This design comes from an exercise in tuning for small area and a short achievable clock period on the open sky130 flow, not from production work.
Only simulation tests tie the RTL to the original design; equivalence was not proved.
The clock input has no modelled driver; a real chip could not lean on it and would need a root buffer or a full tree.
Power and IR drop assume default switching activity.

==> inputs of run M <==
Design controlTop, start of the top module:
module controlTop (
  input  logic                       CLK,
  input  logic                       arstN,
  input  logic [32-1:0]    controlWord,
  input  logic [6-1:0]  aluStatus,
  input  logic [16-1:0]    freg,
  input  logic [16-1:0]    greg,
  input  logic [16-1:0]    hreg,
  output logic [16-1:0]    progRomAdd,
  output logic [16-1:0]    ramAdd,
  output logic [16-1:0]    dataRomAdd,
  output logic [16-1:0]    gpuAdd,
  output logic [3-1:0] operand1,
  output logic [3-1:0] operand2,
  output logic [3-1:0] results,
  output ctrlPkg::aluFunc_t          aluOperation,
  output logic [3:0]                 aluParams,
  output ctrlPkg::busSource_t        busState,
  output logic                       aluReadBus,
  output logic                       ramWrite,
  output logic                       gpuWrite,
  output logic [16-1:0]    dout
);
==> flow/config.mk <==
export PLATFORM = sky130hd
export DESIGN_NAME = controlTop
export DESIGN_NICKNAME = controlTop
export VERILOG_FILES = /design/flow/design.v
export SDC_FILE = /design/flow/constraint.sdc
export NUM_CORES = 4
export LEC_CHECK = 0
export CAP_MARGIN = 20
export CORE_MARGIN = 2
export CORE_UTILIZATION = 65
export PLACE_DENSITY = 0.7
export SETUP_SLACK_MARGIN = 2.6
export SLEW_MARGIN = 20
==> flow/constraint.sdc <==
create_clock -name core_clock -period 5.0 [get_ports {CLK}]
set_input_delay 1.0000 -clock core_clock [delete_from_list [all_inputs] [get_ports {CLK}]]
set_output_delay 1.0000 -clock core_clock [all_outputs]
set_load 0.01 [all_outputs]
standard.sh (not shown) runs the stock make flow with config.mk's settings and CLKGATE_MAP_FILE= SYNTH_SCRIPT=/design/flow/synth_recipe.tcl, a recipe that flattens the netlist after the stock synthesis.
==> flow/flow/run.sh <==
#!/bin/bash
# The standard layout (bash standard.sh), with the clock tree built by
# flow/clock_tree.tcl instead of TritonCTS. Each tool's full output is in
# orfs/logs/; this script's own output is in run_flow.log.
set -euo pipefail
here="$(pwd)"
export PRE_CTS_TCL="$here/flow/cts_hook.tcl"
export MIDS_PER_ROOT=8
export LEAF_SINKS=28
bash standard.sh PRE_CTS_TCL="$PRE_CTS_TCL" finish 2>&1 | tee "$here/run_flow.log"
==> flow/flow/cts_hook.tcl <==
# Sourced by ORFS's cts.tcl before it runs clock_tree_synthesis: replace
# that command with the tree builder of clock_tree.tcl. The rest of the
# CTS step (legalisation, timing repair) runs as in the standard flow.
source [file join [file dirname [info script]] clock_tree.tcl]
rename clock_tree_synthesis ""
proc clock_tree_synthesis {args} {
  build_two_level_clock_tree
}
Other scripts of this flow, unchanged in this note and not shown: flow/flow/clock_tree.tcl
==> run D: changes against run M <==
--- a/flow/design.v
+++ b/flow/design.v
@@ -192,19 +192,23 @@
   end
   always_ff @(posedge CLK)
     cells <= cellsNext;
 endmodule
 `timescale 1ns/10ps
 module fetchSequencer (
   input  logic                    CLK,
   input  logic                    arstN,
-  input  logic                    doJump,
   input  logic                    doCall,
   input  logic                    doReturn,
+  input  logic                    branchAlways,
+  input  logic                    branchIfTaken,
+  input  logic                    returnAlways,
+  input  logic                    returnIfTaken,
+  input  logic                    taken,
   input  logic [16-1:0] branchTarget,
   output logic                    execute,
   output logic [16-1:0] progRomAdd
 );
   ctrlPkg::fetchState_t             state;
   logic [16-1:0] pc;
   logic [16-1:0] pcPlusOne;
   logic [16-1:0] nextPc;
@@ -219,24 +223,33 @@
       state <= ctrlPkg::stExecute;
     else
       state <= ctrlPkg::stFetch;
   end
   assign execute = (state == ctrlPkg::stExecute);
   assign pcPlusOne = pc + 1'b1;
   assign push = doCall;
   assign pop = doReturn;
+  logic [16-1:0] pcIfTaken;
+  logic [16-1:0] pcIfNotTaken;
   always_comb
   begin
-    if (doJump || doCall)
-      nextPc = branchTarget;
-    else if (doReturn)
-      nextPc = stackTop;
+    if (branchAlways || branchIfTaken)
+      pcIfTaken = branchTarget;
+    else if (returnAlways || returnIfTaken)
+      pcIfTaken = stackTop;
     else
-      nextPc = pcPlusOne;
+      pcIfTaken = pcPlusOne;
+    if (branchAlways)
+      pcIfNotTaken = branchTarget;
+    else if (returnAlways)
+      pcIfNotTaken = stackTop;
+    else
+      pcIfNotTaken = pcPlusOne;
+    nextPc = taken ? pcIfTaken : pcIfNotTaken;
   end
   always_ff @(posedge CLK or negedge arstN)
   begin
     if (!arstN)
       pc <= '0;
     else if (execute)
       pc <= nextPc;
   end
@@ -263,19 +276,23 @@
   output logic [3-1:0] results,
   output ctrlPkg::aluFunc_t          aluOperation,
   output logic [3:0]                 aluParams,
   output ctrlPkg::busSource_t        busState,
   output logic                       aluReadBus,
   output logic                       ramWrite,
   output logic                       gpuWrite,
   output logic [16-1:0]    dout,
-  output logic                       doJump,
   output logic                       doCall,
   output logic                       doReturn,
+  output logic                       branchAlways,
+  output logic                       branchIfTaken,
+  output logic                       returnAlways,
+  output logic                       returnIfTaken,
+  output logic                       taken,
   output logic [16-1:0]    branchTarget,
   output logic                       ramLoad,
   output logic                       romLoad,
   output logic                       gpuLoad,
   output logic                       fromPointer,
   output logic [16-1:0]    immediate
 );
   logic [1:0]                 variant;
@@ -287,39 +304,49 @@
   logic [16-1:0]    immField;
   assign variant = controlWord[1:0];
   assign opcode = controlWord[6:2];
   assign op1Field = controlWord[9:7];
   assign op2Field = controlWord[12:10];
   assign resultField = controlWord[15:13];
   assign condMask = controlWord[12:7];
   assign immField = controlWord[31:16];
-  logic taken;
   logic isLdr, isStr, isLpt, isSpt, isCmp, isAdd, isSub, isMul;
   logic isAnd, isOr, isXor, isNot, isLsl, isLsr;
   logic isLoad;    
   logic isAlu;     
   logic v0, v1, v2, v3;
   assign taken = |(condMask & aluStatus);
-  assign isLdr = opcode == ctrlPkg::opLdr;
-  assign isStr = opcode == ctrlPkg::opStr;
-  assign isLpt = opcode == ctrlPkg::opLpt;
-  assign isSpt = opcode == ctrlPkg::opSpt;
-  assign isCmp = opcode == ctrlPkg::opCmp;
-  assign isAdd = opcode == ctrlPkg::opAdd;
-  assign isSub = opcode == ctrlPkg::opSub;
-  assign isMul = opcode == ctrlPkg::opMul;
-  assign isAnd = opcode == ctrlPkg::opAnd;
-  assign isOr = opcode == ctrlPkg::opOr;
-  assign isXor = opcode == ctrlPkg::opXor;
-  assign isNot = opcode == ctrlPkg::opNot;
-  assign isLsl = opcode == ctrlPkg::opLsl;
-  assign isLsr = opcode == ctrlPkg::opLsr;
-  assign isLoad = isLdr | isLpt;
-  assign isAlu = isCmp | isAdd | isSub | isMul | isAnd | isOr | isXor | isNot | isLsl | isLsr;
+  logic [3:0] opHi;
+  logic [7:0] opLo;
+  always_comb
+  begin
+    for (int i = 0; i < 4; i++)
+      opHi[i] = opcode[4:3] == 2'(i);
+    for (int i = 0; i < 8; i++)
+      opLo[i] = opcode[2:0] == 3'(i);
+  end
+  assign isLdr = opHi[0] & opLo[1];    
+  assign isStr = opHi[0] & opLo[2];    
+  assign isLpt = opHi[0] & opLo[3];    
+  assign isSpt = opHi[0] & opLo[4];    
+  assign isCmp = opHi[0] & opLo[5];    
+  assign isAdd = opHi[0] & opLo[6];    
+  assign isSub = opHi[0] & opLo[7];    
+  assign isMul = opHi[1] & opLo[0];    
+  assign isAnd = opHi[1] & opLo[3];    
+  assign isOr = opHi[1] & opLo[4];     
+  assign isXor = opHi[1] & opLo[5];    
+  assign isNot = opHi[1] & opLo[6];    
+  assign isLsl = opHi[1] & opLo[7];    
+  assign isLsr = opHi[2] & opLo[0];    
+  assign isLoad = opHi[0] & (opLo[1] | opLo[3]);
+  assign isAlu = (opHi[0] & (opLo[5] | opLo[6] | opLo[7])) |
+                 (opHi[1] & (opLo[0] | opLo[3] | opLo[4] | opLo[5] | opLo[6] | opLo[7])) |
+                 (opHi[2] & opLo[0]);
   assign v0 = variant == 2'd0;
   assign v1 = variant == 2'd1;
   assign v2 = variant == 2'd2;
   assign v3 = variant == 2'd3;
   logic loadOperand1;
   logic loadOperand2;
   logic loadResults;
   logic loadParams;
@@ -351,19 +378,22 @@
   assign busSelGpu = (isLoad | isAlu) & v2;
   assign busSelImm = (isLdr & v3) | (isSpt & variant[1]) | (isAlu & v3);
   assign busSelAlu = isStr | (isSpt & !variant[1]);
   assign nxtBus = {1'b0, busSelGpu | busSelImm, busSelRam | busSelRom | busSelImm,
                    busSelRom | busSelAlu};
   assign nxtReadBus = isLoad | (isAlu & !v1);
   assign nxtRamWrite = (isStr & v0) | (isSpt & !variant[0]);
   assign nxtGpuWrite = (isStr & v2) | (isSpt & variant[0]);
-  assign doJump = execute && ((opcode == ctrlPkg::opJmp) || ((opcode == ctrlPkg::opJoc) && taken));
-  assign doCall = execute && ((opcode == ctrlPkg::opJsr) || ((opcode == ctrlPkg::opJsc) && taken));
-  assign doReturn = execute && ((opcode == ctrlPkg::opRts) || ((opcode == ctrlPkg::opRsc) && taken));
+  assign branchAlways = opHi[2] & (opLo[4] | opLo[5]);
+  assign branchIfTaken = (opHi[2] & opLo[7]) | (opHi[3] & opLo[0]);
+  assign returnAlways = opHi[2] & opLo[6];
+  assign returnIfTaken = opHi[3] & opLo[1];
+  assign doCall = execute && ((opHi[2] & opLo[5]) || ((opHi[3] & opLo[0]) && taken));
+  assign doReturn = execute && ((opHi[2] & opLo[6]) || ((opHi[3] & opLo[1]) && taken));
   assign branchTarget = immField;
   assign immediate = immField;
   assign ramLoad = execute && ramSel;
   assign romLoad = execute && romSel;
   assign gpuLoad = execute && gpuSel;
   always_ff @(posedge CLK or negedge arstN)
   begin
     if (!arstN)
@@ -461,29 +491,37 @@
   output logic [3:0]                 aluParams,
   output ctrlPkg::busSource_t        busState,
   output logic                       aluReadBus,
   output logic                       ramWrite,
   output logic                       gpuWrite,
   output logic [16-1:0]    dout
 );
   logic                    execute;
-  logic                    doJump;
+  logic                    branchAlways;
+  logic                    branchIfTaken;
+  logic                    returnAlways;
+  logic                    returnIfTaken;
+  logic                    taken;
   logic                    doCall;
   logic                    doReturn;
   logic [16-1:0] branchTarget;
   logic                    ramLoad;
   logic                    romLoad;
   logic                    gpuLoad;
   logic                    fromPointer;
   logic [16-1:0] immediate;
   fetchSequencer fetchSeq (
     .CLK          (CLK),
     .arstN        (arstN),
-    .doJump       (doJump),
+    .branchAlways (branchAlways),
+    .branchIfTaken(branchIfTaken),
+    .returnAlways (returnAlways),
+    .returnIfTaken(returnIfTaken),
+    .taken        (taken),
     .doCall       (doCall),
     .doReturn     (doReturn),
     .branchTarget (branchTarget),
     .execute      (execute),
     .progRomAdd   (progRomAdd)
   );
   instructionDecoder decoder (
     .CLK          (CLK),
@@ -496,17 +534,21 @@
     .results      (results),
     .aluOperation (aluOperation),
     .aluParams    (aluParams),
     .busState     (busState),
     .aluReadBus   (aluReadBus),
     .ramWrite     (ramWrite),
     .gpuWrite     (gpuWrite),
     .dout         (dout),
-    .doJump       (doJump),
+    .branchAlways (branchAlways),
+    .branchIfTaken(branchIfTaken),
+    .returnAlways (returnAlways),
+    .returnIfTaken(returnIfTaken),
+    .taken        (taken),
     .doCall       (doCall),
     .doReturn     (doReturn),
     .branchTarget (branchTarget),
     .ramLoad      (ramLoad),
     .romLoad      (romLoad),
     .gpuLoad      (gpuLoad),
     .fromPointer  (fromPointer),
     .immediate    (immediate)
==> flow/flow/run.sh (replaced) <==
#!/bin/bash
# The standard layout (bash standard.sh), with the clock tree built by
# flow/clock_tree.tcl instead of TritonCTS, ports buffered with buf_4 and
# no delay cells used as buffers after placement. Each tool's full output
# is in orfs/logs/; this script's own output is in run_flow.log.
set -euo pipefail
here="$(pwd)"
export PRE_CTS_TCL="$here/flow/cts_hook.tcl"
export PRE_RESIZE_TCL="$here/flow/dont_use_delay.tcl"
export PRE_GLOBAL_ROUTE_TCL="$here/flow/dont_use_delay.tcl"
export BUFFER_PORTS_ARGS="-buffer_cell sky130_fd_sc_hd__buf_4"
export MIDS_PER_ROOT=8
export LEAF_SINKS=28
bash standard.sh PRE_CTS_TCL="$PRE_CTS_TCL" PRE_RESIZE_TCL="$PRE_RESIZE_TCL" \
  PRE_GLOBAL_ROUTE_TCL="$PRE_GLOBAL_ROUTE_TCL" BUFFER_PORTS_ARGS="$BUFFER_PORTS_ARGS" \
  finish 2>&1 | tee "$here/run_flow.log"
==> flow/flow/cts_hook.tcl (replaced) <==
# Sourced by ORFS's cts.tcl before it runs clock_tree_synthesis: replace
# that command with the tree builder of clock_tree.tcl. The rest of the
# CTS step (legalisation, timing repair) runs as in the standard flow.
source [file join [file dirname [info script]] dont_use_delay.tcl]
source [file join [file dirname [info script]] clock_tree.tcl]
rename clock_tree_synthesis ""
proc clock_tree_synthesis {args} {
  build_two_level_clock_tree
}
==> flow/flow/dont_use_delay.tcl (new file) <==
# Keep the resizer from using delay cells as buffers in this step (they
# are slow and only meant for hold fixing, which this design does not need).
set_dont_use [get_lib_cells {sky130_fd_sc_hd__clkdlybuf4s* sky130_fd_sc_hd__dlygate4sd* sky130_fd_sc_hd__dlymetal6s*}]
Settings changed: SETUP_SLACK_MARGIN 2.6 to 2.7.
==> comparison table <==
	run D	run M
Metal3 WL	13.5 mm	14.0 mm
Result of the run	no timing/DRC/antenna violations	no timing/DRC/antenna violations
Layout Utilization	71.4%	72.1%
Fraction of area in multi-input gates	13.1%	12.7%
Total instance count after detailed placement	8734	8639
Cells resized by post-CTS repair	77	312
Placed instance area	0.104 sq mm	0.104 sq mm
Slack of the worst reg-to-reg path	2690 ps	2630 ps
Worst IR Drop VDD	0.599 mV	0.523 mV
Via count of the first global-routing pass	48130	49078
Placer Congestion	0.930	0.855
Net total in the final layout	7063	6996
Share of the synthesized area in compound gates (AO/OA/AOI/OAI)	10.1%	9.73%
Fraction of the mapped netlist area in simple logic gates	1.94%	1.70%
End of the critical path	fetchSeq.retStack.setPos[3]$_DFFE_PN0P_	fetchSeq.retStack.cells[3119]$_DFF_P_
Pin count of the biggest net entering global routing	172	204
Number of antenna violations at the first check in global routing	7	14
Worst slew slack as a fraction of its limit	27.6%	17.1%
Multiplexer area fraction after synthesis	0.576%	0.907%
Routed wire length	175 mm	181 mm
Clock transition at path regs	110 ps	100 ps
In every run of this note, the design's own scripts or RTL, not TritonCTS, make the clock network.

## port drivers added, routing unchanged
The flow's constraints put no driver on any port. The routed layouts listed below were extracted and timed again, unchanged, in two steps. Step 1: set_driving_cell puts a clkbuf_16 on CLK and a buf_2 on each other input, an assumption about the parent block. Step 2 times the ports against the registers' clock, not the clock port: input delays grow and output delays shrink by t, the midpoint of the rising clock arrivals with the driver on. Slacks: ideal / step 1 / step 2; pairs: ideal / step 1.
run | t, ns | setup WS [ns] | worst hold slack (ns) | clock arrival spread, ns | worst data-port slew with drivers (ns)
run M | 0.777 | 2.560 / 2.424 / 1.918 | 0.305 / 0.291 / 0.304 | 0.069 / 0.070 | 0.27
run D | 0.762 | 2.686 / 2.549 / 1.957 | 0.276 / 0.276 / 0.276 | 0.067 / 0.067 | 0.26
After both steps every run listed still meets setup and hold. For run D, which loses most, drivers alone change the setup slack by -0.137 ns; drivers and shift together by -0.729 ns.
